Context: an optimization exercise on an open-source flow, tuned for small area and a short achievable clock period. The choices shown serve that exercise and are no tape-out recipe.
The RTL was checked by simulation tests, not by an equivalence proof against the original design.
The clock input has no modelled driver; a real chip could not lean on it and would need a root buffer or a full tree.
No activity file was given, so power comes from the tool's default toggle rates.

--- flow/config.mk ---
export PLATFORM = sky130hd
export DESIGN_NAME = xbar_alloc_top
export DESIGN_NICKNAME = xbar_alloc_top
export VERILOG_FILES = /design/flow/design.v
export SDC_FILE = /design/flow/constraint.sdc
export NUM_CORES = 4
export LEC_CHECK = 0
export CAP_MARGIN = 20
export CORE_MARGIN = 2
export CORE_UTILIZATION = 30
export SLEW_MARGIN = 20
--- flow/constraint.sdc ---
create_clock -name core_clock -period 11.5 [get_ports {clk}]
set_input_delay 2.3000 -clock core_clock [delete_from_list [all_inputs] [get_ports {clk}]]
set_output_delay 2.3000 -clock core_clock [all_outputs]
set_load 0.01 [all_outputs]
--- flow/design.v ---
module xbar_alloc_top (
   input  logic         clk,
   input  logic         rst,
   input  logic [24:0]  req,
   input  logic [4:0]   req_tail,
   input  logic [4:0]   out_ready,
   output logic [24:0]  select,
   output logic [4:0]   grant
);
   lag_xbar_allocator #(.np(5), .max_links_num(1)) u_alloc (
      .clk       (clk),
      .rst       (rst),
      .req       (req),
      .req_tail  (req_tail),
      .out_ready (out_ready),
      .select    (select),
      .grant     (grant)
   );
endmodule

module lag_xbar_allocator #(
   parameter int np            = 5,
   parameter int max_links_num = 2,
   localparam int N            = np * max_links_num,
   localparam int W            = (N > 1) ? $clog2(N) : 1
) (
   input  logic                  clk,
   input  logic                  rst,
   input  logic [N-1:0][N-1:0]   req,
   input  logic [N-1:0]          req_tail,
   input  logic [N-1:0]          out_ready,
   output logic [N-1:0][N-1:0]   select,
   output logic [N-1:0]          grant
);
   logic [N-1:0][W-1:0] pos;
   logic [N-1:0]        lock;
   logic [N-1:0][W-1:0] pos_nxt;
   logic [N-1:0]        lock_nxt;
   function automatic logic [W-1:0] care_mask(input int i);
      logic [W-1:0] m;
      logic         ok;
      m = '1;
      for (int b = W - 1; b >= 0; b--) begin
         ok = 1'b1;
         for (int v = 0; v < N; v++)
            if (v != i && ((W'(v) ^ W'(i)) & m & ~(W'(1) << b)) == '0) ok = 1'b0;
         if (ok) m[b] = 1'b0;
      end
      care_mask = m;
   endfunction
   always_comb begin
      logic [N-1:0] c;      
      logic [N-1:0] pd;     
      logic [N-1:0] m;      
      logic [N-1:0] hi;     
      logic         nhb, ncb, anyhi;
      logic         free;
      select = '0;
      for (int o = 0; o < N; o++) begin
         for (int i = 0; i < N; i++) begin
            c[i]  = req[i][o];
            pd[i] = ((pos[o] ^ W'(i)) & care_mask(i)) == '0;
         end
         m[0] = pd[0];
         for (int i = 1; i < N; i++) m[i] = m[i-1] | pd[i];
         hi = c & m;
         anyhi = |hi;
         free = !lock[o];
         nhb = 1'b1;
         ncb = 1'b1;
         for (int i = 0; i < N; i++) begin
            select[o][i] = out_ready[o] && !rst && c[i] &&
                           (pd[i] || (free && (m[i] ? nhb : (!anyhi && ncb))));
            nhb = nhb & !hi[i];
            ncb = ncb & !c[i];
         end
      end
   end
   always_comb begin
      grant = '0;
      for (int o = 0; o < N; o++) begin
         grant = grant | select[o];
      end
   end
   always_comb begin
      logic any;
      for (int o = 0; o < N; o++) begin
         any         = |select[o];
         pos_nxt[o]  = any ? '0 : pos[o];
         lock_nxt[o] = 1'b0;
         for (int i = 0; i < N; i++) begin
            if (select[o][i]) pos_nxt[o] = pos_nxt[o] | (req_tail[i] ? W'((i + 1) % N) : W'(i));
            lock_nxt[o] = lock_nxt[o] | (select[o][i] & !req_tail[i]);
         end
         if (!any) lock_nxt[o] = lock[o];
      end
   end
   always_ff @(posedge clk or posedge rst) begin
      if (rst) begin
         pos  <= '0;
         lock <= '0;
      end else begin
         pos  <= pos_nxt;
         lock <= lock_nxt;
      end
   end
endmodule
--- flow/flow/run.sh ---
#!/bin/bash
# The standard layout with these changes:
#  - synthesis maps logic with flow/abc_area.script (synth_recipe.tcl plus flow/abc_hook.tcl)
#  - the port buffers are the smallest plain buffer instead of the delay buffer
#    buffer_ports picks by default
#  - clock tree: no dummy load cells, and no root buffer (flow/post_cts.tcl)
#  - after CTS, gate upsizing toward a setup slack of flow/margin ns (flow/post_cts.tcl)
set -euo pipefail
export BUFFER_PORTS_ARGS="-buffer_cell sky130_fd_sc_hd__buf_1"
export CTS_ARGS="-sink_clustering_enable -repair_clock_nets -dont_use_dummy_load -buf_list sky130_fd_sc_hd__clkbuf_8 -root_buf sky130_fd_sc_hd__clkbuf_8 -tree_buf sky130_fd_sc_hd__clkbuf_8 -sink_clustering_size 30 -sink_clustering_max_diameter 100"
export FLOW_DIR_OWN=$PWD/flow
export POST_CTS_TCL=$PWD/flow/post_cts.tcl
export MY_ABC_SCRIPT=$PWD/flow/abc_area.script
{ head -n 1 synth_recipe.tcl; cat flow/abc_hook.tcl; tail -n +2 synth_recipe.tcl; } > my_synth.tcl
sed "s#SYNTH_SCRIPT=[^ ]*#SYNTH_SCRIPT=$PWD/my_synth.tcl#" standard.sh > my_standard.sh
grep -q "SYNTH_SCRIPT=$PWD/my_synth.tcl" my_standard.sh
bash my_standard.sh > standard.log 2>&1
--- flow/flow/abc_area.script ---
strash
&get -n
&deepsyn -T 60
&put
map -D 2200
topo
upsize -c -D 1000
dnsize -c -D 1000
--- flow/flow/abc_hook.tcl ---
# Map with flow/abc_area.script (area-oriented) in place of ORFS's speed script; the rest
# of the synthesis, registers included, is the standard synthesis unchanged.
proc abc {args} {
  set i [lsearch -exact $args -script]
  if { $i >= 0 } { lset args [expr {$i + 1}] $::env(MY_ABC_SCRIPT) }
  yosys abc {*}$args
}
--- flow/flow/drop_clock_root.tcl ---
# Drop the clock tree's root buffer: the clock port then drives the first-level
# buffers directly (two pins, under the port's fan-out limit).
proc drop_clock_root {} {
  set block [ord::get_db_block]
  set root [$block findInst clkbuf_0_clk]
  if { $root == "NULL" } { return }
  set in_net ""
  set out_net ""
  foreach it [$root getITerms] {
    set mt [$it getMTerm]
    if { [$mt getSigType] != "SIGNAL" } { continue }
    if { [$mt getIoType] == "INPUT" } { set in_net [$it getNet] }
    if { [$mt getIoType] == "OUTPUT" } { set out_net [$it getNet] }
  }
  set loads {}
  foreach it [$out_net getITerms] {
    if { [$it getInst] != $root } { lappend loads $it }
  }
  if { [llength $loads] > 3 } { return }
  foreach it $loads {
    $it disconnect
    $it connect $in_net
  }
  odb::dbInst_destroy $root
  odb::dbNet_destroy $out_net
  puts "dropped clock root buffer; clock port now drives [llength $loads] buffers"
}
--- flow/flow/margin ---
5.25
--- flow/flow/post_cts.tcl ---
# After CTS: drop the clock tree's root buffer (flow/drop_clock_root.tcl), then upsize
# gates on the slowest input-to-output paths until the setup slack reaches flow/margin
# ns (gate sizing only: no buffers, no restructuring), then legalize the placement again.
source $::env(FLOW_DIR_OWN)/drop_clock_root.tcl
drop_clock_root
set margin [string trim [exec cat $::env(FLOW_DIR_OWN)/margin]]
estimate_parasitics -placement
repair_timing -setup -setup_margin $margin -sequence sizeup -skip_last_gasp -verbose
detailed_placement
check_placement -verbose
--- flow/standard.sh ---
#!/bin/bash
# synth_recipe.tcl (not shown) runs the flow's synth.tcl, then flattens the netlist and writes it again
# the make line also repeats each setting of config.mk as NAME=value (left out here)
make -C /OpenROAD-flow-scripts/flow DESIGN_CONFIG=/design/flow/config.mk WORK_HOME=/design/flow/orfs CLKGATE_MAP_FILE= SYNTH_SCRIPT=/design/flow/synth_recipe.tcl "${@:-finish}"
==> run summary, run 1 <==
status=complete, no violations; Peak VDD IR=0.0747 mV; Routed wire per std cell=14.1 um; DRC Markers=0; RSZ-0062 raised after global routing=false; combinational power share=0.594; syn_area_per_cell=6.67 um2; Reg clk slew, reported paths=0.06 ns; vias in the first global route=1949; PwrDens=188 nW/um2; core area=5570 um2; die height=80.4 um; clk_skew=0.0126 ns; Max-cap violations=0; startpoint types=input port; fillers=629; Inserted Diodes=0; register area=500 um2; gr ovfl total=0; crit path max fanout=5; initial DRC count=149; Syn-to-layout area delta=25.9%; FF-to-FF setup slack=9.08 ns; Tightest Pin Transition=0.652 ns; Min Hold Slack=0.547 ns; Syn Inst Count=263; sw frac=0.491; Flop pwr share=0.327; fin crit share=0.548; Post-Route WL=5700 um; largest net degree at the start of global routing=26; crit-path cells=buf_1 > clkinv_1 > o21ai_0 > a21oi_1 > nand2_1 > nor2_2 > clkinv_1 > nor3_1 > a31oi_1 > o21ai_0 > nand3_1 > inv_2 > nor4_2 > nand2_1 > buf_1; num rows=27; TNS Setup=0 ns; crit end category=output port; IO Pins=67; Final Hold Fails=0; Setup violations, final=0; initial antenna violation count=0; WP buf/inv=5; final instance area=2210 um2; Worst EP required=9.20 ns; yosys warns=1; die area=6470 um2; gpl congestion=0.904; final number of max-transition violations=0; router iterations before antenna repair=4; FMAX=159 MHz; hpwl dp=4580 um; delay-heaviest family, CP=simple AND/OR/NAND/NOR gates; mean number of vias per cell=5.44; Seq/Total Area, Yosys=0.286; CTS Sinks=20; Routed Antenna Nets=0; first-pass GRT wire length=9200 um; crit-path max cell delay=0.21 ns; Mapped Nets=300; crit path kind=input port to output port; Yosys reg bits=20; # nets final=370; Worst Hold Class=flip-flop to flip-flop; Area after DPL=2090 um2; clk latency of the worst-skew pair=0.14 ns; crit path time final=6.30 ns; IO Port Bufs=66; post-synth cell types=36; Multi-input gate area=1120 um2; internal power=212 uW; Die Span X=80.4 um; mapped cell area=1750 um2; Clk pwr share=0.079; Pleak=0.000872 uW; max_slew headroom=0.562; vias=2194; Critical Path Slowest Stage Cell=a21oi_1; Sw Pwr=204 uW; initial core utilization=0.314; Critical Path AT=4.00 ns; share of cells above drive strength 1=0.130; Total GRT Usage=0.179
sequential cells by signal (all words and copies together), names as in the netlist:
signal        flops
u_alloc.lock      5
u_alloc.pos      15
cell families after synthesis:
kind of cell / synth area share
AO/OA/AOI/OAI: 0.350
buffers and inverters: 0.113
flip-flops: 0.286
AND/OR/NAND/NOR: 0.251
power groups by stage:
stage	logic (uW)	registers (uW)	clock network (uW)
2_1_floorplan	176	128	0
3_3_place_gp	233	136	0
3_5_place_dp	231	135	0
5_1_grt	278	141	37.8
6_report	247	136	32.9
cell type report:
class                           instances  share of cell area
Multi-Input combinational cell        190               0.508
Inverter                               53              0.0918
Timing Repair Buffer                   66               0.120
Clock buffer                            2              0.0125
Tap cell                               72              0.0408
Sequential cell                        20               0.227
final timing paths:
check,startpoint,endpoint,depth (start not counted)
max,req[0],grant[2],15
min,u_alloc.pos[5],u_alloc.pos[5],2
max reg2reg,u_alloc.pos[12],u_alloc.pos[13],14
min reg2reg,u_alloc.pos[5],u_alloc.pos[5],2
max in group asynchronous,rst,u_alloc.pos[14],2
min in group asynchronous,rst,u_alloc.pos[12],2
stage by stage:
| stage | std cells | total power (uW) | util | setup slack, ns |
|---|---|---|---|---|
| floorplan | 263 | 304 | - | 5.41 |
| global placement | 401 | 369 | 0.375 | 4.85 |
| detailed placement | 401 | 367 | 0.375 | 4.80 |
| global route | 403 | 458 | 0.396 | 4.93 |
| finish | 403 | 416 | 0.396 | 5.20 |
synthesized netlist by cell type:
cell type / count / share of area
a211oi_1: 3 / 0.013
nor2_1: 22 / 0.047
nand3_1: 19 / 0.054
o211a_2: 1 / 0.0057
o21ai_0: 11 / 0.031
nor3b_1: 1 / 0.0043
o2111ai_1: 1 / 0.0050
inv_2: 8 / 0.017
o211ai_1: 13 / 0.056
a31oi_1: 2 / 0.0071
o32ai_2: 1 / 0.0093
o21ai_2: 1 / 0.0050
nand4_1: 2 / 0.0071
nand2_1: 38 / 0.081
o22ai_1: 3 / 0.011
a311o_1: 1 / 0.0057
a22oi_2: 1 / 0.0071
o21a_1: 1 / 0.0043
nand3b_1: 1 / 0.0043
o32ai_1: 2 / 0.010
nor4_1: 4 / 0.014
inv_1: 2 / 0.0043
o2111a_1: 2 / 0.013
a21oi_1: 25 / 0.071
and3_1: 2 / 0.0071
o311ai_0: 1 / 0.0050
a22oi_1: 9 / 0.039
nor3_1: 9 / 0.026
a21boi_0: 1 / 0.0043
o21ai_1: 6 / 0.017
a32o_1: 1 / 0.0057
o221ai_1: 3 / 0.015
nand3_2: 1 / 0.0057
clkinv_1: 43 / 0.092
a221oi_1: 2 / 0.010
dfrtp_1: 20 / 0.29
routing by layer:
| metal | wire, um | vias up | global-route usage |
|---|---|---|---|
| met5 | 0 | - | 0 |
| met4 | 67 | 0 | 0.0407 |
| met3 | 370 | 7 | 0.0326 |
| met2 | 2580 | 75 | 0.283 |
| met1 | 2680 | 1024 | 0.253 |
| li1 | - | 1088 | - |
placed cells by master, fill, tap and decap left out, drive strengths merged:
cell,Yosys,layout
a31oi,2,2
a21oi,25,25
dfrtp,20,20
a21boi,1,1
o32ai,3,3
nand4,2,2
a22oi,10,10
a221oi,2,2
nand3b,1,1
clkinvlp,0,1
o22ai,3,3
nand2,38,38
a32o,1,1
nor2,22,22
clkinv,43,34
clkbuf,0,4
o211ai,13,13
o221ai,3,3
buf,0,64
nor3,9,9
inv,10,18
a311o,1,1
o2111a,2,2
o21a,1,1
nand3,20,20
nor4,4,4
a211oi,3,3
o211a,1,1
o21ai,18,18
nor3b,1,1
o311ai,1,1
and3,2,2
o2111ai,1,1
worst register-to-register path, delay by kind of cell, from the launching register on:
family,cells,cell delay (ns)
flops,1,0.48
compound gates,8,1.23
simple gates,5,0.49
buf+inv,1,0.10
==> run 2: changes to the inputs <==
==> flow/flow/margin (replaced) <==
4.95
==> run summary, run 2 <==
status=complete, no violations (unchanged); GRT met3 Usage=0.0292 (was 0.0326); Largest Register=u_alloc.pos (unchanged); die area=6470 um2 (unchanged); Synth top cells by count=clkinv_1, nand2_1, a21oi_1 (unchanged); clk_skew=0.00904 ns (was 0.0126 ns); global route hottest layer=met2 (unchanged); hpwl dp=4580 um (unchanged); gr ovfl total=0 (unchanged); crit path max fanout=25 (was 5); Mapped Nets=300 (unchanged); Tightest Pin Transition=0.657 ns (was 0.652 ns); clk latency of the worst-skew pair=0.14 ns (about the same); M1 GR Usage=0.253 (unchanged); Final Hold Fails=0 (unchanged); IO Port Bufs=66 (unchanged); Top Registers=u_alloc.pos x15, u_alloc.lock x5 (unchanged); Post-Route WL=5560 um (was 5700 um); Setup violations, final=0 (unchanged); DRC Markers=0 (unchanged); crit path kind=input port to output port (unchanged); Reg clk slew, reported paths=0.06 ns (about the same); TNS Setup=0 ns (unchanged); post-synth cell types=36 (unchanged); Min Hold Slack=0.547 ns (about the same); Critical Path AT=4.09 ns (was 4.00 ns); num rows=27 (unchanged); fin crit share=0.556 (was 0.548); Syn-to-layout area delta=21.1% (was 25.9%); PwrDens=189 nW/um2 (was 188 nW/um2); max_slew headroom=0.559 (was 0.562); share of cells above drive strength 1=0.0483 (was 0.130); asr flop ratio synth=1.00 (unchanged); max FFs per register=15 (unchanged); Syn Inst Count=263 (unchanged); first-pass GRT wire length=8980 um (was 9200 um); most frequent cells in the layout=buf_1, clkinv_1, nand2_1 (was buf_1, nand2_1, clkinv_1); CTS Sinks=20 (unchanged); initial antenna violation count=0 (unchanged); Synth Flop Type=dfrtp_1 (unchanged); Seq/Total Area, Yosys=0.286 (unchanged); Peak VDD IR=0.0769 mV (was 0.0747 mV); final number of max-transition violations=0 (unchanged); largest net degree at the start of global routing=26 (unchanged); Inserted Diodes=0 (unchanged); most numerous cell in the Yosys netlist=clkinv_1 (unchanged); Routed Antenna Nets=0 (unchanged); # nets final=370 (unchanged); Yosys reg bits=20 (unchanged); syn_area_per_cell=6.67 um2 (unchanged); RSZ-0062 raised after global routing=false (unchanged); post-synth top area share=0.286 (unchanged); vias=2167 (was 2194); FMAX=156 MHz (was 159 MHz); die height=80.4 um (unchanged); met2 Usage GRT=0.273 (was 0.283); Total GRT Usage=0.175 (was 0.179); initial DRC count=134 (was 149); Routed wire per std cell=13.8 um (was 14.1 um); Worst Hold Class=flip-flop to flip-flop (unchanged); mean number of vias per cell=5.38 (was 5.44); mapped cell area=1750 um2 (unchanged); initial core utilization=0.314 (unchanged); commonest non-fill, non-tap cell in the layout=buf_1 (unchanged); startpoint types=input port (unchanged); total power=402 uW (was 416 uW); crit path time final=6.39 ns (was 6.30 ns); synth top area cells=dfrtp_1, clkinv_1, nand2_1, a21oi_1, o211ai_1 (unchanged); Die Span X=80.4 um (unchanged); gpl congestion=0.904 (unchanged); vias in the first global route=1899 (was 1949); Pleak=0.000802 uW (was 0.000872 uW); crit end category=output port (unchanged); router iterations before antenna repair=4 (unchanged); core area=5570 um2 (unchanged); Synth area leader=dfrtp_1 (unchanged); number of enable flip-flop cells after synthesis=0 (unchanged); IO Pins=67 (unchanged); Max-cap violations=0 (unchanged); yosys warns=1 (unchanged); Worst EP required=9.20 ns (about the same)
## run 2: power breakdown
group          total (uW)  switching (uW)  internal (uW)
combinational         234             146           87.3
sequential            135            31.6            103
clock                33.4            17.5           15.8
total                 402             195            206
## run 2: area by class of cell
| cell class | count | area (um2) |
|---|---|---|
| multi-input combinational | 190 | 1050 |
| clock buffer | 2 | 27.5 |
| tap | 72 | 90.1 |
| inverter | 53 | 203 |
| fill | 643 | 3450 |
| timing repair buffer | 66 | 248 |
| sequential | 20 | 500 |
## run 2: final timing paths
check	start	to	slack, ns	cells past startpoint
max in group asynchronous	rst	u_alloc.pos[13]	9.00	2
min	u_alloc.pos[5]	u_alloc.pos[5]	0.55	2
max reg2reg	u_alloc.pos[12]	u_alloc.pos[13]	9.07	14
min in group asynchronous	rst	u_alloc.pos[10]	2.19	2
max	rst	grant[3]	5.11	11
min reg2reg	u_alloc.pos[5]	u_alloc.pos[5]	0.55	2
## run 2: logic make-up (layout without fill, tap and decap cells)
group                  Yosys count  count (layout)  share of synthesized area
and+or+nand+nor                 99              99                      0.251
DFF                             20              20                      0.286
AOI/OAI and AO/OA               91              91                      0.350
buffers and inverters           53             121                      0.113
## run 2: per-stage QoR
stage                     cells  instance area [um2]  setup WS [ns]  utilization
after floorplan             263                 1750           5.41            -
after global placement      401                 2090           4.85        0.375
after detailed placement    401                 2090           4.80        0.375
after global routing        403                 2120           4.76        0.381
final                       403                 2120           5.11        0.381
## run 2: critical path, stage by stage
cell and delay [ns]:
buf_1 0.12, clkinvlp_4 0.45, nand2_1 0.19, clkinv_1 0.13, nand2_1 0.08, nor2_1 0.04, nand2_1 0.14, clkinv_1 0.13
nor3_1 0.24, nand3_1 0.13, buf_1 0.15
## run 2: routing by layer
layer / vias up / share of wire
li1: 1095 / -
met1: 982 / 0.49
met2: 85 / 0.44
met3: 5 / 0.063
met4: 0 / 0.0095
met5: - / 0
==> run 3: changes to the inputs <==
==> flow/flow/margin (replaced) <==
0
==> run summary, run 3 <==
CP Launch Point=rst (unchanged); Critical Path AT=4.32 ns (was 4.09 ns); first-pass GRT wire length=8980 um (unchanged); IO Pins=67 (unchanged); FMAX=151 MHz (was 156 MHz); Final Hold Fails=0 (unchanged); mapped cell area=1750 um2 (unchanged); IO Port Bufs=66 (unchanged); Synth area leader=dfrtp_1 (unchanged); Final Core Density=0.380 (was 0.381); Synth Flop Type=dfrtp_1 (unchanged); max_slew headroom=0.436 (was 0.559); CTS Sinks=20 (unchanged); Seq/Total Area, Yosys=0.286 (unchanged); number of enable flip-flop cells after synthesis=0 (unchanged); fin crit share=0.576 (was 0.556); hpwl dp=4580 um (unchanged); total power=402 uW (about the same); final instance area=2120 um2 (about the same); initial antenna violation count=0 (unchanged); Multi-input gate area=1050 um2 (unchanged); DRC Markers=0 (unchanged); vias in the first global route=1899 (unchanged); Syn Inst Count=263 (unchanged); clk_skew=0.00904 ns (unchanged); clk latency of the worst-skew pair=0.14 ns (about the same); router iterations before antenna repair=4 (unchanged); mean number of vias per cell=5.38 (unchanged); most frequent cells in the layout=buf_1, clkinv_1, nand2_1 (unchanged); Largest Register=u_alloc.pos (unchanged); Area after DPL=2090 um2 (unchanged); # nets final=370 (unchanged); most numerous cell in the Yosys netlist=clkinv_1 (unchanged); Pleak=0.000803 uW (was 0.000802 uW); Worst EP required=9.20 ns (about the same); Tightest Pin Transition=0.840 ns (was 0.657 ns); max FFs per register=15 (unchanged); largest net degree at the start of global routing=26 (unchanged); initial DRC count=134 (unchanged); Reg clk slew, reported paths=0.06 ns (about the same); Mapped Nets=300 (unchanged); post-synth top area share=0.286 (unchanged); post-synth cell types=36 (unchanged); PwrDens=190 nW/um2 (was 189 nW/um2); gr ovfl total=0 (unchanged); die area=6470 um2 (unchanged); Post-Route WL=5560 um (unchanged); syn_area_per_cell=6.67 um2 (unchanged); status=complete, no violations (unchanged); min-delay src=u_alloc.pos[5] (unchanged); TNS Setup=0 ns (unchanged); gpl congestion=0.904 (unchanged); Top Registers=u_alloc.pos x15, u_alloc.lock x5 (unchanged); num rows=27 (unchanged); Routed wire per std cell=13.8 um (unchanged); share of cells above drive strength 1=0.0453 (was 0.0483); synth top area cells=dfrtp_1, clkinv_1, nand2_1, a21oi_1, o211ai_1 (unchanged); Routed Antenna Nets=0 (unchanged); vias=2167 (unchanged); crit path max fanout=25 (unchanged); RSZ-0062 raised after global routing=false (unchanged); Worst Hold Class=flip-flop to flip-flop (unchanged); initial core utilization=0.314 (unchanged); Syn-to-layout area delta=20.8% (was 21.1%); Total GRT Usage=0.175 (unchanged); Die Span X=80.4 um (unchanged); startpoint types=input port (unchanged); Peak VDD IR=0.0769 mV (about the same); crit path time final=6.62 ns (was 6.39 ns); asr flop ratio synth=1.00 (unchanged); Setup violations, final=0 (unchanged); Yosys reg bits=20 (unchanged); FF-to-FF Start=u_alloc.pos[12] (unchanged); yosys warns=1 (unchanged); die height=80.4 um (unchanged); register area=500 um2 (unchanged); core area=5570 um2 (unchanged); crit end category=output port (unchanged); crit path kind=input port to output port (unchanged); Max-cap violations=0 (unchanged); fillers=645 (was 643); Synth top cells by count=clkinv_1, nand2_1, a21oi_1 (unchanged); commonest non-fill, non-tap cell in the layout=buf_1 (unchanged); final number of max-transition violations=0 (unchanged); Inserted Diodes=0 (unchanged)
-- run 3: through the flow --
| step | hold WS [ns] | setup slack (ns) | std cells |
|---|---|---|---|
| floorplan | 0.491 | 5.41 | 263 |
| global placement | 0.533 | 4.85 | 401 |
| detailed placement | 0.533 | 4.80 | 401 |
| global route | 0.596 | 4.45 | 403 |
| finish | 0.547 | 4.88 | 403 |
-- run 3: logic make-up after synthesis --
logic type / Yosys count / share of synthesized area
AO/OA/AOI/OAI: 91 / 0.350
buffers and inverters: 53 / 0.113
flip-flops: 20 / 0.286
AND/OR/NAND/NOR: 99 / 0.251
-- run 3: where the power goes --
group          total (uW)  internal [uW]  switching, uW
clock network        33.4           15.8           17.5
registers             135            103           31.6
logic                 234           87.3            146
-- run 3: routing by layer --
layer  global-route usage  vias up  part of all wire
met3               0.0292        5             0.063
met2                0.273       85              0.44
met5                    0        -                 0
met4               0.0356        0            0.0095
li1                     -     1095                 -
met1                0.253      982              0.49
-- run 3: path summary, 6_finish.rpt --
path,to,slack [ns],depth (start not counted)
worst max-delay path,grant[4],4.88,9
worst min-delay path,u_alloc.pos[5],0.55,2
worst max register to register,u_alloc.pos[13],9.07,14
worst min register to register,u_alloc.pos[5],0.55,2
max in group asynchronous,u_alloc.pos[13],8.90,2
min in group asynchronous,u_alloc.pos[10],2.20,2
-- run 3: cell type report --
type,instances,share of cell area
Tap cell,72,0.0425
Inverter,53,0.0939
Timing Repair Buffer,66,0.117
Sequential cell,20,0.236
Multi-Input combinational cell,190,0.497
Clock buffer,2,0.0130
-- run 3: worst max-delay path: stages --
cell and delay [ns]:
buf_1 0.07, clkinv_1 0.66, nand2_1 0.37, clkinv_1 0.15, o211ai_1 0.13, clkinv_1 0.17, nor4_1 0.21, nand2_1 0.11
buf_1 0.14
==> run 4: changes to the inputs <==
==> flow/flow/margin (replaced) <==
5.1
==> run summary, run 4 <==
TNS Setup=0 ns (unchanged); Synth Area in Compound Gates=0.350 (unchanged); Peak VDD IR=0.0771 mV (was 0.0769 mV); post-synth cell types=36 (unchanged); initial antenna violation count=0 (unchanged); Final Hold Fails=0 (unchanged); startpoint types=input port (unchanged); Synth area leader=dfrtp_1 (unchanged); post-synth top area share=0.286 (unchanged); post-synthesis simple-gate area fraction=0.251 (unchanged); first-pass GRT wire length=8980 um (unchanged); commonest non-fill, non-tap cell in the layout=buf_1 (unchanged); PwrDens=189 nW/um2 (was 190 nW/um2); Syn Inst Count=263 (unchanged); vias=2169 (was 2167); initial core utilization=0.314 (unchanged); final number of max-transition violations=0 (unchanged); Syn-to-layout area delta=21.3% (was 20.8%); crit path time final=6.38 ns (was 6.62 ns); Mapped Nets=300 (unchanged); crit end category=output port (unchanged); fin crit share=0.555 (was 0.576); RSZ-0062 raised after global routing=false (unchanged); max FFs per register=15 (unchanged); register area=500 um2 (unchanged); multiplexer area fraction after synthesis=0 (unchanged); mapped cell area=1750 um2 (unchanged); Top Registers=u_alloc.pos x15, u_alloc.lock x5 (unchanged); Die Span X=80.4 um (unchanged); gr ovfl total=0 (unchanged); initial DRC count=152 (was 134); Inserted Diodes=0 (unchanged); die height=80.4 um (unchanged); share of cells above drive strength 1=0.0544 (was 0.0453); clk_skew=0.00856 ns (was 0.00904 ns); hpwl dp=4580 um (unchanged); gpl congestion=0.904 (unchanged); Worst EP required=9.20 ns (about the same); synth top area cells=dfrtp_1, clkinv_1, nand2_1, a21oi_1, o211ai_1 (unchanged); Setup violations, final=0 (unchanged); Post-Layout Cell Count=403 (unchanged); DRC Markers=0 (unchanged); Tightest Pin Transition=0.659 ns (was 0.840 ns); Critical Path Slowest Stage Cell=a21oi_1 (was clkinv_1); most frequent cells in the layout=buf_1, clkinv_1, nand2_1 (unchanged); crit path kind=input port to output port (unchanged); max_slew headroom=0.558 (was 0.436); status=complete, no violations (unchanged); die area=6470 um2 (unchanged); Post-Route WL=5530 um (was 5560 um); # nets final=370 (unchanged); Largest Register=u_alloc.pos (unchanged); crit path max fanout=6 (was 25); crit-path cells=buf_1 > a21oi_1 > o2111a_1 > nor2_1 > o22ai_1 > a22oi_1 > o21ai_1 > nand2_1 > a21oi_1 > nor4_1 > nand2_1 > buf_1 (was buf_1 > clkinv_1 > nand2_1 > clkinv_1 > o211ai_1 > clkinv_1 > nor4_1 > nand2_1 > buf_1); clk latency of the worst-skew pair=0.14 ns (about the same); fillers=642 (was 645); crit-path max cell delay=0.43 ns (was 0.66 ns); Min Hold Slack=0.548 ns (was 0.547 ns); Pleak=0.000807 uW (was 0.000803 uW); Synth Flop Type=dfrtp_1 (unchanged); Reg clk slew, reported paths=0.06 ns (about the same); Routed Antenna Nets=0 (unchanged); largest family of logic cells by synthesized area=compound AO/OA/AOI/OAI gates (unchanged); router iterations before antenna repair=4 (unchanged); Inst Count DP=401 (unchanged); Multi-input gate area=1060 um2 (was 1050 um2); num rows=27 (unchanged); Synth top cells by count=clkinv_1, nand2_1, a21oi_1 (unchanged); XOR/XNOR Fraction of Synth Area=0 (unchanged); largest net degree at the start of global routing=26 (unchanged); asr flop ratio synth=1.00 (unchanged); number of enable flip-flop cells after synthesis=0 (unchanged); vias in the first global route=1899 (unchanged); Worst Hold Class=flip-flop to flip-flop (unchanged); Post-Synth Adder-Cell Area=0 (unchanged); mean number of vias per cell=5.38 (about the same); Max-cap violations=0 (unchanged); Yosys reg bits=20 (unchanged); Critical Path AT=4.08 ns (was 4.32 ns); most numerous cell in the Yosys netlist=clkinv_1 (unchanged); Seq/Total Area, Yosys=0.286 (unchanged); IO Port Bufs=66 (unchanged); IO Pins=67 (unchanged); yosys warns=1 (unchanged); core area=5570 um2 (unchanged); syn_area_per_cell=6.67 um2 (unchanged); FMAX=157 MHz (was 151 MHz); Routed wire per std cell=13.7 um (was 13.8 um); CTS Sinks=20 (unchanged); Total GRT Usage=0.175 (unchanged)
## run 4: path summary, 6_finish.rpt
check / from / to / slack, ns / cells after the start
max reg2reg: u_alloc.pos[12] / u_alloc.pos[13] / 9.07 / 14
max in group asynchronous: rst / u_alloc.pos[13] / 9.00 / 2
min: u_alloc.pos[5] / u_alloc.pos[5] / 0.55 / 2
min reg2reg: u_alloc.pos[5] / u_alloc.pos[5] / 0.55 / 2
max: req[1] / grant[2] / 5.12 / 12
min in group asynchronous: rst / u_alloc.pos[10] / 2.19 / 2
## run 4: cells by family after synthesis
kind of cell           count (synthesis)
buffers and inverters                 53
AND/OR/NAND/NOR                       99
flip-flops                            20
AO/OA/AOI/OAI                         91
## run 4: final cells by class
type,instances,area share
Clock buffer,2,0.0129
Inverter,53,0.0953
Multi-Input combinational cell,190,0.498
Sequential cell,20,0.235
Tap cell,72,0.0424
Timing Repair Buffer,66,0.116
## run 4: stage by stage
step	setup WS [ns]	area [um2]	power, uW	utilization
after global placement	4.85	2090	369	0.375
after detailed placement	4.80	2090	367	0.375
after global routing	4.78	2130	444	0.382
after floorplan	5.41	1750	304	-
final	5.12	2130	402	0.382
## run 4: power by group
group	switching, uW	internal [uW]	total, uW
Clock	17.8	15.8	33.6
Combinational	146	87.5	234
Sequential	31.2	103	134
## run 4: routing by layer
layer,GRT usage,part of all wire,up-vias
met3,0.0292,0.063,5
met4,0.0356,0.0096,0
met1,0.253,0.49,990
met2,0.273,0.44,79
li1,-,-,1095
met5,0,0,-
## run 4: worst max-delay path: cells and delay by family
| kind | cells | cell delay (ns) |
|---|---|---|
| and+or+nand+nor | 4 | 0.34 |
| AOI/OAI and AO/OA | 6 | 1.18 |
| buffers and inverters | 2 | 0.26 |
==> run 5: changes to the inputs <==
==> flow/flow/margin (replaced) <==
5.2
==> run summary, run 5 <==
FF-to-FF Start=u_alloc.pos[12] (unchanged); status=complete, no violations (unchanged); most frequent cells in the layout=buf_1, clkinv_1, nand2_1 (unchanged); Die Span X=80.4 um (unchanged); num rows=27 (unchanged); FMAX=158 MHz (was 157 MHz); Synth Flop Type=dfrtp_1 (unchanged); die area=6470 um2 (unchanged); crit end category=output port (unchanged); core area=5570 um2 (unchanged); Top Registers=u_alloc.pos x15, u_alloc.lock x5 (unchanged); yosys warns=1 (unchanged); Setup WS pre-CTS=4.80 ns (unchanged); Tightest Pin Transition=0.679 ns (was 0.659 ns); gpl congestion=0.904 (unchanged); Inst Count DP=401 (unchanged); Yosys reg bits=20 (unchanged); Syn-to-layout area delta=23.1% (was 21.3%); mean number of vias per cell=5.44 (was 5.38); Final Hold Fails=0 (unchanged); IO Port Bufs=66 (unchanged); Seq/Total Area, Yosys=0.286 (unchanged); clk latency of the worst-skew pair=0.14 ns (about the same); gr ovfl total=0 (unchanged); FF-to-FF setup slack=9.10 ns (was 9.07 ns); final number of max-transition violations=0 (unchanged); syn_area_per_cell=6.67 um2 (unchanged); Peak VDD IR=0.0742 mV (was 0.0771 mV); crit path kind=input port to output port (unchanged); hpwl dp=4580 um (unchanged); first-pass GRT wire length=9030 um (was 8980 um); max FFs per register=15 (unchanged); commonest non-fill, non-tap cell in the layout=buf_1 (unchanged); Mapped Nets=300 (unchanged); router iterations before antenna repair=4 (unchanged); RSZ-0062 raised after global routing=false (unchanged); Reg clk slew, reported paths=0.06 ns (about the same); initial core utilization=0.314 (unchanged); share of cells above drive strength 1=0.0876 (was 0.0544); Routed wire per std cell=13.8 um (was 13.7 um); R2R Path End=u_alloc.pos[13] (unchanged); Worst Hold Class=flip-flop to flip-flop (unchanged); Total GRT Usage=0.176 (was 0.175); Pleak=0.000833 uW (was 0.000807 uW); die height=80.4 um (unchanged); number of enable flip-flop cells after synthesis=0 (unchanged); initial antenna violation count=0 (unchanged); worst setup margin=5.19 ns (was 5.12 ns); Synth top cells by count=clkinv_1, nand2_1, a21oi_1 (unchanged); # nets final=370 (unchanged); Syn Inst Count=263 (unchanged); Inserted Diodes=0 (unchanged); min-delay src=u_alloc.pos[5] (unchanged); Routed Antenna Nets=0 (unchanged); reg2reg path depth=14 (unchanged); Synth area leader=dfrtp_1 (unchanged); most numerous cell in the Yosys netlist=clkinv_1 (unchanged); DRC Markers=0 (unchanged); clk_skew=0.00761 ns (was 0.00856 ns); mapped cell area=1750 um2 (unchanged); Critical Path AT=4.01 ns (was 4.08 ns); initial DRC count=139 (was 152); max_slew headroom=0.544 (was 0.558); PwrDens=189 nW/um2 (about the same); Post-Route WL=5570 um (was 5530 um); IO Pins=67 (unchanged); crit path time final=6.31 ns (was 6.38 ns); CP Launch Point=req[1] (unchanged); vias=2193 (was 2169); vias in the first global route=1916 (was 1899); Largest Register=u_alloc.pos (unchanged); post-synth top area share=0.286 (unchanged); fin crit share=0.549 (was 0.555); Worst EP required=9.20 ns (about the same); Setup violations, final=0 (unchanged); synth top area cells=dfrtp_1, clkinv_1, nand2_1, a21oi_1, o211ai_1 (unchanged); Post-Layout Cell Count=403 (unchanged); startpoint types=input port (unchanged); TNS Setup=0 ns (unchanged); fillers=632 (was 642); asr flop ratio synth=1.00 (unchanged); largest net degree at the start of global routing=26 (unchanged); crit path max fanout=5 (was 6); CP Capture Point=grant[1] (was grant[2]); post-synth cell types=36 (unchanged); CTS Sinks=20 (unchanged); Max-cap violations=0 (unchanged)
run 5: cell types whose count changed in the layout (fill, tap and decap cells not counted), moves of 2 or more:
cell	previous run	this run
nand2_2	0	2
inv_2	9	12
clkinv_1	41	38
clkbuf_2	0	2
buf_1	66	64
nand2_1	38	36
run 5: kinds of logic (layout without fill, tap and decap cells):
family | count (synthesis) | count (layout) | share of synthesized area
DFF | 20 | 20 | 0.286
AOI/OAI and AO/OA | 91 | 91 | 0.350
buffers and inverters | 53 | 121 | 0.113
and+or+nand+nor | 99 | 99 | 0.251
run 5: per-stage QoR:
step,utilization,hold WS (ns),power (uW),instance area (um2)
final,0.387,0.548,408,2160
after global routing,0.387,0.596,450,2160
after global placement,0.375,0.533,369,2090
after floorplan,-,0.491,304,1750
after detailed placement,0.375,0.533,367,2090
run 5: worst max-delay path: stages:
cell and delay [ns]:
buf_1 0.10, a21oi_1 0.16, o2111a_1 0.22, nor2_1 0.05, o22ai_1 0.14, a22oi_1 0.11
nor3_1 0.54, nor3_1 0.11, nand3_1 0.13, buf_1 0.17
run 5: cell type report:
class | count | area (um2) | area share
Multi-Input combinational cell | 190 | 1090 | 0.503
Sequential cell | 20 | 500 | 0.232
Timing Repair Buffer | 66 | 250 | 0.116
Inverter | 53 | 203 | 0.0940
Tap cell | 72 | 90.1 | 0.0418
Clock buffer | 2 | 27.5 | 0.0128
run 5: how the worst min path moves through the flow:
stage	to	slack, ns	depth (start not counted)
finish	u_alloc.pos[5]	0.55	2
floorplan	u_alloc.pos[5]	0.49	2
detailed placement	u_alloc.pos[5]	0.53	2
global route	u_alloc.pos[5]	0.60	2
global placement	u_alloc.pos[5]	0.53	2
run 5: metal layers:
| metal | vias up | share of wire | GRT usage |
|---|---|---|---|
| met5 | - | 0 | 0 |
| met4 | 0 | 0.013 | 0.0407 |
| met3 | 7 | 0.068 | 0.0281 |
| met2 | 81 | 0.44 | 0.273 |
| li1 | 1094 | - | - |
| met1 | 1011 | 0.48 | 0.255 |
run 5: report_power, final:
part / switching [uW] / internal (uW) / leakage (uW)
combinational: 149 / 89.6 / 0.000565
sequential: 32.4 / 103 / 0.000254
clock: 17.9 / 15.8 / 0.0000144
total: 199 / 208 / 0.000833
==> run 6: changes to the inputs <==
==> flow/flow/margin (replaced) <==
5.0
==> run summary, run 6 <==
status=complete, no violations (unchanged); largest net degree at the start of global routing=26 (unchanged); final instance area=2120 um2 (was 2160 um2); met2 Usage GRT=0.273 (unchanged); Max-cap violations=0 (unchanged); mean number of vias per cell=5.38 (was 5.44); Final Hold Fails=0 (unchanged); DRC Markers=0 (unchanged); Flop pwr share=0.335 (was 0.332); global route hottest layer=met2 (unchanged); fin crit share=0.556 (was 0.549); Inserted Diodes=0 (unchanged); IO Port Bufs=66 (unchanged); yosys warns=1 (unchanged); crit path time final=6.39 ns (was 6.31 ns); Clk pwr share=0.083 (about the same); router iterations before antenna repair=4 (unchanged); syn_area_per_cell=6.67 um2 (unchanged); TNS Setup=0 ns (unchanged); combinational power share=0.582 (was 0.585); commonest non-fill, non-tap cell in the layout=buf_1 (unchanged); crit path max fanout=25 (was 5); IO Pins=67 (unchanged); Top Registers=u_alloc.pos x15, u_alloc.lock x5 (unchanged); hpwl dp=4580 um (unchanged); crit end category=output port (unchanged); Yosys reg bits=20 (unchanged); M1 GR Usage=0.253 (was 0.255); mapped cell area=1750 um2 (unchanged); gpl congestion=0.904 (unchanged); Syn Inst Count=263 (unchanged); Routed Antenna Nets=0 (unchanged); Setup WS pre-CTS=4.80 ns (unchanged); max FFs per register=15 (unchanged); Routed wire per std cell=13.8 um (about the same); Syn-to-layout area delta=21.1% (was 23.1%); fillers=643 (was 632); worst setup margin=5.11 ns (was 5.19 ns); GRT met3 Usage=0.0292 (was 0.0281); die height=80.4 um (unchanged); Tightest Pin Transition=0.657 ns (was 0.679 ns); # nets final=370 (unchanged); Synth Flop Type=dfrtp_1 (unchanged); CTS Sinks=20 (unchanged); core area=5570 um2 (unchanged); Sw Pwr=195 uW (was 199 uW); post-synth top area share=0.286 (unchanged); clk latency of the worst-skew pair=0.14 ns (about the same); Reg clk slew, reported paths=0.06 ns (about the same); Largest Register=u_alloc.pos (unchanged); number of enable flip-flop cells after synthesis=0 (unchanged); num rows=27 (unchanged); initial antenna violation count=0 (unchanged); final number of max-transition violations=0 (unchanged); first-pass GRT wire length=8980 um (was 9030 um); synth top area cells=dfrtp_1, clkinv_1, nand2_1, a21oi_1, o211ai_1 (unchanged); gr ovfl total=0 (unchanged); Peak VDD IR=0.0769 mV (was 0.0742 mV); startpoint types=input port (unchanged); most numerous cell in the Yosys netlist=clkinv_1 (unchanged); Critical Path AT=4.09 ns (was 4.01 ns); FMAX=156 MHz (was 158 MHz); most frequent cells in the layout=buf_1, clkinv_1, nand2_1 (unchanged); post-synth cell types=36 (unchanged); Setup violations, final=0 (unchanged); share of cells above drive strength 1=0.0483 (was 0.0876); vias in the first global route=1899 (was 1916); Mapped Nets=300 (unchanged); die area=6470 um2 (unchanged); Worst EP required=9.20 ns (about the same); clk_skew=0.00904 ns (was 0.00761 ns); Total GRT Usage=0.175 (was 0.176); max_slew headroom=0.559 (was 0.544); crit path kind=input port to output port (unchanged); Die Span X=80.4 um (unchanged); Area after DPL=2090 um2 (unchanged); Seq/Total Area, Yosys=0.286 (unchanged); internal power=206 uW (was 208 uW); Worst Hold Class=flip-flop to flip-flop (unchanged); Post-Route WL=5560 um (was 5570 um); vias=2167 (was 2193); RSZ-0062 raised after global routing=false (unchanged); asr flop ratio synth=1.00 (unchanged); Pleak=0.000802 uW (was 0.000833 uW); Synth top cells by count=clkinv_1, nand2_1, a21oi_1 (unchanged); PwrDens=189 nW/um2 (about the same); initial DRC count=134 (was 139); initial core utilization=0.314 (unchanged); Synth area leader=dfrtp_1 (unchanged); sw frac=0.487 (was 0.489)
## run 6: final timing paths
kind,endpoint,from,depth (start not counted),slack [ns]
max,grant[3],rst,11,5.11
max in group asynchronous,u_alloc.pos[13],rst,2,9.00
min,u_alloc.pos[5],u_alloc.pos[5],2,0.55
max reg2reg,u_alloc.pos[13],u_alloc.pos[12],14,9.07
min reg2reg,u_alloc.pos[5],u_alloc.pos[5],2,0.55
min in group asynchronous,u_alloc.pos[10],rst,2,2.19
## run 6: power groups by stage
stage               combinational (uW)  clock, uW  sequential, uW
floorplan                          176          0             128
global placement                   233          0             136
detailed placement                 231          0             135
global route                       266       37.8             140
finish                             234       33.4             135
## run 6: stage by stage
stage | cells | total power, uW | util | hold WS (ns)
3_5_place_dp | 401 | 367 | 0.375 | 0.533
2_1_floorplan | 263 | 304 | - | 0.491
6_report | 403 | 402 | 0.381 | 0.547
3_3_place_gp | 401 | 369 | 0.375 | 0.533
5_1_grt | 403 | 444 | 0.381 | 0.596
## run 6: cell type report
type / count / area, um2 / area share
well taps: 72 / 90.1 / 0.0425
inverters: 53 / 203 / 0.0955
clock buffers: 2 / 27.5 / 0.0130
flip-flops and latches: 20 / 500 / 0.236
repair buffers: 66 / 248 / 0.117
multi-input cells: 190 / 1050 / 0.496
## run 6: kinds of logic (layout without fill, tap and decap cells)
logic type / after synthesis / in the layout / share of synthesized area
compound gates: 91 / 91 / 0.350
simple gates: 99 / 99 / 0.251
flops: 20 / 20 / 0.286
buf+inv: 53 / 121 / 0.113
## run 6: per-layer routing
| layer | vias up | part of all wire |
|---|---|---|
| met2 | 85 | 0.44 |
| li1 | 1095 | - |
| met1 | 982 | 0.49 |
| met4 | 0 | 0.0095 |
| met3 | 5 | 0.063 |
| met5 | - | 0 |
## run 6: worst max-delay path, stage by stage
cell	delay (ns)
buf_1	0.12
clkinvlp_4	0.45
nand2_1	0.19
clkinv_1	0.13
nand2_1	0.08
nor2_1	0.04
nand2_1	0.14
clkinv_1	0.13
nor3_1	0.24
nand3_1	0.13
buf_1	0.15

[what the ideal ports hide]
No port has a modelled driver above. Below, the same layouts with a new extraction and two added sets of constraints.
Step 1: set_driving_cell puts a clkbuf_16 on clk and a buf_2 on each other input, an assumption about the parent block.
Step 2, shift: input delay + t, output delay - t, t = (earliest + latest rising clock arrival at the registers) / 2. This alone moves slack from input paths to output paths.
Slacks: no drivers / after step 1 / after step 2; pairs: no drivers / after step 1.
run	t, ns	setup WS [ns]	hold slack, ns	worst slew at a driven data input, ns	cell pins on the clock port's net
run 1	0.167	5.195 / 5.170 / 5.170	0.547 / 0.547 / 0.547	0.04	2
run 2	0.168	5.108 / 5.087 / 5.087	0.547 / 0.547 / 0.547	0.03	2
run 3	0.168	4.878 / 4.857 / 4.857	0.547 / 0.547 / 0.547	0.03	2
run 4	0.168	5.116 / 5.094 / 5.094	0.548 / 0.548 / 0.548	0.03	2
run 5	0.168	5.187 / 5.165 / 5.165	0.548 / 0.548 / 0.548	0.03	2
run 6	0.168	5.108 / 5.087 / 5.087	0.547 / 0.547 / 0.547	0.03	2
After both steps setup and hold are still met in every run listed. The setup slack of run 1, which loses most, moves by -0.025 ns with the drivers and by -0.025 ns with both steps.
